From an optimization exercise on the open Yosys and OpenROAD flow, aimed at small area, a short achievable clock period and few clock cycles per item; shortcuts taken in it are not production practice.
In this exercise RTL edits were held to simulation tests only and were not proved equivalent to the original.

==> flow/design.v <==
module permutation_multi_round (
  input  logic         clock,
  input  logic         reset_n,
  input  logic         i_sys_enable,
  input  logic         i_start,
  input  logic [3:0]   i_num_rounds,
  input  logic [319:0] i_state,
  output logic         o_busy,
  output logic         o_done,
  output logic         o_error,
  output logic [319:0] o_state
);
  localparam int CUT = 1;
  function automatic logic [63:0] ror64(input logic [63:0] x, input integer n);
    logic [127:0] w_dbl;
    w_dbl = {x, x} >> n;
    ror64 = w_dbl[63:0];
  endfunction
  function automatic logic [319:0] round_tail(input logic [319:0] z);
    logic [63:0] z0, z1, z2, z3, z4;
    z0 = z[319:256];
    z1 = z[255:192];
    z2 = z[191:128];
    z3 = z[127:64];
    z4 = z[63:0];
    z0 = z0 ^ ror64(z0, 19) ^ ror64(z0, 28);
    z1 = z1 ^ ror64(z1, 61) ^ ror64(z1, 39);
    z2 = z2 ^ ror64(z2, 1)  ^ ror64(z2, 6);
    z3 = z3 ^ ror64(z3, 10) ^ ror64(z3, 17);
    z4 = z4 ^ ror64(z4, 7)  ^ ror64(z4, 41);
    round_tail = {z0, z1, z2, z3, z4};
  endfunction
  function automatic logic [319:0] round_head(input logic [319:0] s, input logic [7:0] rc);
    logic [63:0] a0, a1, a2, a3, a4;
    logic [63:0] y0, y1, y2, y3, y4;
    a0 = s[319:256] ^ s[63:0];
    a1 = s[255:192];
    a2 = s[191:128] ^ s[255:192] ^ {56'd0, rc};
    a3 = s[127:64];
    a4 = s[63:0] ^ s[127:64];
    y0 = a0 ^ (~a1 & a2);
    y1 = a1 ^ (~a2 & a3);
    y2 = a2 ^ (~a3 & a4);
    y3 = a3 ^ (~a4 & a0);
    y4 = a4 ^ (~a0 & a1);
    round_head = {y0 ^ y4, y1 ^ y0, ~y2, y3 ^ y2, y4};
  endfunction
  function automatic logic [7:0] rconst(input logic [3:0] i);
    rconst = {4'hF - i, i};
  endfunction
  logic         r_run;
  logic [3:0]   r_idx;
  logic [319:0] r_state;
  logic         r_done;
  logic         r_error;
  logic [319:0] w_tail;
  logic [319:0] w_src;
  logic [3:0]   w_src_idx;
  logic [319:0] w_head;
  logic         w_legal;
  logic         w_load;
  logic         w_last;
  assign w_legal = (i_num_rounds != 4'd0) &&
                   !(i_num_rounds[3] && i_num_rounds[2] && (i_num_rounds[1] || i_num_rounds[0]));
  assign w_load  = !r_run && i_start && w_legal;
  assign w_tail    = round_tail(r_state);
  assign w_src_idx = r_run ? r_idx + 4'd1 : 4'd12 - i_num_rounds;
  assign w_last    = (w_src_idx == 4'd11);
  if (CUT == 0) begin : g_cut0
    assign w_src   = r_run ? r_state : i_state;
    assign w_head  = round_tail(round_head(w_src, rconst(w_src_idx)));
    assign o_state = r_state;
  end else begin : g_cut1
    assign w_src   = r_run ? w_tail : i_state;
    assign w_head  = round_head(w_src, rconst(w_src_idx));
    assign o_state = w_tail;
  end
  always_ff @(posedge clock or negedge reset_n) begin
    if (!reset_n) begin
      r_run   <= 1'b0;
      r_idx   <= 4'd0;
      r_state <= 320'd0;
      r_done  <= 1'b0;
      r_error <= 1'b0;
    end else if (!i_sys_enable) begin
      r_run   <= 1'b0;
      r_idx   <= 4'd0;
      r_state <= 320'd0;
      r_done  <= 1'b0;
      r_error <= 1'b0;
    end else begin
      if (r_run || w_load) begin
        r_state <= w_head;
        r_idx   <= w_src_idx;
        r_run   <= !w_last;
        r_done  <= w_last;
      end else begin
        r_done  <= 1'b0;
      end
      r_error <= !r_run && i_start && !w_legal;
    end
  end
  assign o_busy  = r_run;
  assign o_done  = r_done;
  assign o_error = r_error;
endmodule
Settings: LEC_CHECK=0, CAP_MARGIN=20, CORE_MARGIN=2, CORE_UTILIZATION=40, SETUP_SLACK_MARGIN=2.2, SLEW_MARGIN=20, TNS_END_PERCENT=20; clock period 5.0 ns.
standard.sh (not shown) runs the stock make flow with config.mk's settings and CLKGATE_MAP_FILE= SYNTH_SCRIPT=/design/flow/synth_recipe.tcl, a recipe that flattens the netlist after the stock synthesis.
==> flow/flow/run.sh <==
#!/bin/bash
# Standard layout, with the port buffers made from plain buffers.
bash standard.sh BUFFER_PORTS_ARGS="-buffer_cell sky130_fd_sc_hd__buf_1" finish > standard.log 2>&1
The first run finished with timing, DRC and antenna clean.
Testbench counts at the start, summed over its fixed seeds: cycles 22,998, items 2,400.
Edit:
==> flow/run.sh (new file) <==
#!/bin/bash
# synth_recipe.tcl (not shown) runs the flow's synth.tcl, then flattens the netlist and writes it again
# the make line also repeats each setting of config.mk as NAME=value (left out here)
make -C /OpenROAD-flow-scripts/flow DESIGN_CONFIG=/design/flow/config.mk WORK_HOME=/design/flow/orfs CLKGATE_MAP_FILE= SYNTH_SCRIPT=/design/flow/synth_recipe.tcl finish
SETUP_SLACK_MARGIN = 2.0   (was 2.2)
TNS_END_PERCENT = not set   (was 20)
removed: flow/flow/run.sh
removed: flow/standard.sh
Effect: Wire length went up by a little under a tenth; final cell count went up by a few percent; synthesized area is unchanged; via count is higher by a few percent; fmax decreases by a few percent; setup slack got worse by 0.14 ns.
Edit:
==> flow/flow/run.sh (new file) <==
#!/bin/bash
# Standard layout, with the port buffers made from plain buffers.
bash standard.sh BUFFER_PORTS_ARGS="-buffer_cell sky130_fd_sc_hd__buf_1" finish > standard.log 2>&1
==> flow/standard.sh (new file) <==
#!/bin/bash
# synth_recipe.tcl (not shown) runs the flow's synth.tcl, then flattens the netlist and writes it again
# the make line also repeats each setting of config.mk as NAME=value (left out here)
make -C /OpenROAD-flow-scripts/flow DESIGN_CONFIG=/design/flow/config.mk WORK_HOME=/design/flow/orfs CLKGATE_MAP_FILE= SYNTH_SCRIPT=/design/flow/synth_recipe.tcl "${@:-finish}"
PLACE_DENSITY = 0.75   (was not set)
SETUP_SLACK_MARGIN = 2.1   (was 2.0)
removed: flow/run.sh
=> The changed run produced a clean layout. Sequential share of layout area came out higher by 2.9 points. Via count came out lower by 3.5%. Register-to-register slack improved by 0.15 ns. Global-route usage came out lower by 3.0 points. Non-clock buffer count came out lower by 209. Utilization came out lower by 8.6 points. Sequential cell count stays the same. Setup slack improved by 0.18 ns.
Edit:
==> flow/run.sh (new file) <==
#!/bin/bash
# synth_recipe.tcl (not shown) runs the flow's synth.tcl, then flattens the netlist and writes it again
# the make line also repeats each setting of config.mk as NAME=value (left out here)
make -C /OpenROAD-flow-scripts/flow DESIGN_CONFIG=/design/flow/config.mk WORK_HOME=/design/flow/orfs CLKGATE_MAP_FILE= SYNTH_SCRIPT=/design/flow/synth_recipe.tcl finish
PLACE_DENSITY = not set   (was 0.75)
SETUP_SLACK_MARGIN = 1.5   (was 2.1)
removed: flow/flow/run.sh
removed: flow/standard.sh
The changed run passed the timing, DRC and antenna checks.
Utilization came out higher by 4.6 points.
Worst setup slack loses 0.57 ns.
Synthesized cell count does not change.
Global-route usage came out higher by 0.87 points.
Via count came out lower by about 1.7%.
Edit:
==> flow/flow/run.sh (new file) <==
#!/bin/bash
# Standard layout, with the port buffers made from plain buffers.
bash standard.sh BUFFER_PORTS_ARGS="-buffer_cell sky130_fd_sc_hd__buf_1" finish > standard.log 2>&1
==> flow/standard.sh (new file) <==
#!/bin/bash
# synth_recipe.tcl (not shown) runs the flow's synth.tcl, then flattens the netlist and writes it again
# the make line also repeats each setting of config.mk as NAME=value (left out here)
make -C /OpenROAD-flow-scripts/flow DESIGN_CONFIG=/design/flow/config.mk WORK_HOME=/design/flow/orfs CLKGATE_MAP_FILE= SYNTH_SCRIPT=/design/flow/synth_recipe.tcl "${@:-finish}"
SETUP_SLACK_MARGIN = 2.3   (was 1.5)
removed: flow/run.sh
Outcome: The changed run produced a clean layout. Design area rose by 6.4%. Sequential share of layout area falls by 0.35 points. Setup slack improved by 0.60 ns. First-iteration DRC count grows by 16%.


RTL: the design.v shown in full above, as it stands there.
Settings: LEC_CHECK=0, CAP_MARGIN=20, CORE_MARGIN=2, CORE_UTILIZATION=40, PLACE_DENSITY=0.9, SETUP_SLACK_MARGIN=2.1, SLEW_MARGIN=20; clock period 5.0 ns.
==> flow/flow/run.sh <==
#!/bin/bash
# Standard layout, with the port buffers made from plain buffers.
bash standard.sh BUFFER_PORTS_ARGS="-buffer_cell sky130_fd_sc_hd__buf_1" finish > standard.log 2>&1
Testbench counts at the start, summed over its fixed seeds: cycles 22,998, items 2,400.
Next try:
PLACE_DENSITY = default   (was 0.9)
SETUP_SLACK_MARGIN = 1.5   (was 2.1)
The new run passed the timing, DRC and antenna checks.
Routed wire length drops by about 6%.
Final cell count drops by about 0.45%.
Fmax drops by 10%.
Next try:
GPL_TIMING_DRIVEN = 0   (was default)
PLACE_DENSITY = 0.75   (was default)
SETUP_SLACK_MARGIN = 2.1   (was 1.5)
Result: The changed run passed the timing, DRC and antenna checks; count of clock-buffer cells in the layout shrinks by 3; final area grows by 6.8%; hold slack loses 0.056 ns; clock skew grows by 0.016 ns; die area does not change; sequential cell count does not change.
Next try:
GPL_TIMING_DRIVEN = default   (was 0)
SETUP_SLACK_MARGIN = 2.15   (was 2.1)
Clock skew shrinks by 0.014 ns.
Cell area fell by 0.98%.
Critical path depth rises by 1.
Synthesized cell count stays the same.
Routed wire length came out lower by 8.4%.
Global-route usage came out lower by 3.8 points.
Via count goes down by 4.7%.


## run 1
RTL: the design.v shown in full above, as it stands there.
export LEC_CHECK = 0
export CAP_MARGIN = 20
export CORE_MARGIN = 2
export CORE_UTILIZATION = 70
export PLACE_DENSITY = 0.85
export SETUP_SLACK_MARGIN = 2.1
export SLEW_MARGIN = 20
create_clock -name core_clock -period 5.0 [get_ports {clock}]
Scripts as last shown in full above: flow/flow/run.sh
Testbench counts of run 1, summed over its fixed seeds: cycles 22,998, items 2,400.
The inputs of run 2 differ from those of run 1 as listed below.
diff --git a/flow/config.mk b/flow/config.mk
--- a/flow/config.mk
+++ b/flow/config.mk
@@ -8,6 +8,5 @@
 export CAP_MARGIN = 20
 export CORE_MARGIN = 2
-export CORE_UTILIZATION = 70
-export PLACE_DENSITY = 0.85
-export SETUP_SLACK_MARGIN = 2.1
+export CORE_UTILIZATION = 40
+export SETUP_SLACK_MARGIN = 2.6
 export SLEW_MARGIN = 20
Findings:
- Of the two values seen for critical path's slowest cell, xnor2_2 was produced by run 2 and dfrtp_1 by run 1.
- Changes observed in run 2 relative to run 1: core utilization went down; total via count after detailed routing went up; final setup skew went up.
- Compared with run 1, run 2 instantiates a larger number of cells.
- Die outline area: higher on run 2
- Per the comparison of run 2 with run 1, ratio of final minimum period to clock period now sits at about the same level.
- Run 2 gives more die span in y than run 1 did.
### run 2 -> run 3
diff --git a/flow/config.mk b/flow/config.mk
--- a/flow/config.mk
+++ b/flow/config.mk
@@ -9,4 +9,5 @@
 export CORE_MARGIN = 2
 export CORE_UTILIZATION = 40
-export SETUP_SLACK_MARGIN = 2.6
+export GPL_ROUTABILITY_DRIVEN = 0
+export SETUP_SLACK_MARGIN = 2.1
 export SLEW_MARGIN = 20
## What came out
- Total setup buffers inserted after CTS: run 3 vs run 2 down 256
- | cell area | lower: run 3 |
- r_state[118] as the critical path startpoint was reported by run 3, and r_state[255] by run 2.
- Compared with run 2, run 3 shows a higher transition at the pin with the smallest max-transition slack.
- Run 3 does better than run 2 on final worst setup slack.
- Of run 2 and run 3, the run reporting the lower quantity of gates resized following cts was run 3.
Here is what was changed in the inputs of run 4 compared with run 3.
diff --git a/flow/config.mk b/flow/config.mk
--- a/flow/config.mk
+++ b/flow/config.mk
@@ -9,5 +9,5 @@
 export CORE_MARGIN = 2
 export CORE_UTILIZATION = 40
-export GPL_ROUTABILITY_DRIVEN = 0
-export SETUP_SLACK_MARGIN = 2.1
+export PLACE_DENSITY = 0.75
+export SETUP_SLACK_MARGIN = 2.05
 export SLEW_MARGIN = 20
## What came out
- Run comparison: run 4 worst-path cell with the longest stage delay xor3_1; run 3 worst-path cell with the longest stage delay dfrtp_1
- Between run 3 and run 4, the number of clock sinks does not differ in any meaningful way.
- Changes observed in run 4 relative to run 3: transition time of the tightest slew-check pin moved down; via count moved up; final cell count level.
- Upper clock frequency limit delta for run 4 relative to run 3: 1.9% lower
- Summary of the comparison: share of the cycle needed by the critical path after routing is higher in run 4, relative to run 3.

what the ideal ports hide:
The results above use ideal ports. As a check the final layouts listed here were re-extracted and re-timed, cells and wires unchanged.
Step 1 sets driving cells, clkbuf_16 on the clock port and buf_2 on the other inputs (assumed; they add their load-dependent delay and slew).
Step 2 times the ports against the registers' clock, not the clock port: input delays grow and output delays shrink by t, the midpoint of the rising clock arrivals with the driver on.
a / b / c = ideal ports / drivers / drivers and shift; a / b = the first two.
run | shift t [ns] | slack for setup (ns) | latest minus earliest clock arrival (ns)
the first run of note 1 | 0.649 | 2.021 / 1.950 / 1.630 | 0.021 / 0.021
the second run of note 1 | 0.639 | 1.878 / 1.807 / 1.413 | 0.017 / 0.016
the third run of note 1 | 0.637 | 2.058 / 1.992 / 1.594 | 0.028 / 0.027
the fourth run of note 1 | 0.643 | 1.484 / 1.413 / 1.057 | 0.021 / 0.021
the fifth run of note 1 | 0.653 | 2.086 / 2.015 / 1.737 | 0.027 / 0.027
the first run of note 2 | 0.629 | 1.993 / 1.930 / 1.559 | 0.024 / 0.024
the second run of note 2 | 0.654 | 1.644 / 1.569 / 1.174 | 0.024 / 0.024
the third run of note 2 | 0.645 | 1.955 / 1.888 / 1.545 | 0.041 / 0.041
the fourth run of note 2 | 0.645 | 2.057 / 1.993 / 1.691 | 0.026 / 0.027
run 1 | 0.611 | 1.975 / 1.910 / 1.535 | 0.018 / 0.018
run 2 | 0.661 | 1.983 / 1.909 / 2.007 | 0.023 / 0.023
run 3 | 0.653 | 2.044 / 1.973 / 1.597 | 0.037 / 0.037
run 4 | 0.629 | 1.985 / 1.922 / 1.579 | 0.021 / 0.021
After both steps setup and hold are still met in every run listed. The setup slack of the second run of note 2, which loses most, moves by -0.075 ns with the drivers and by -0.470 ns with both steps.
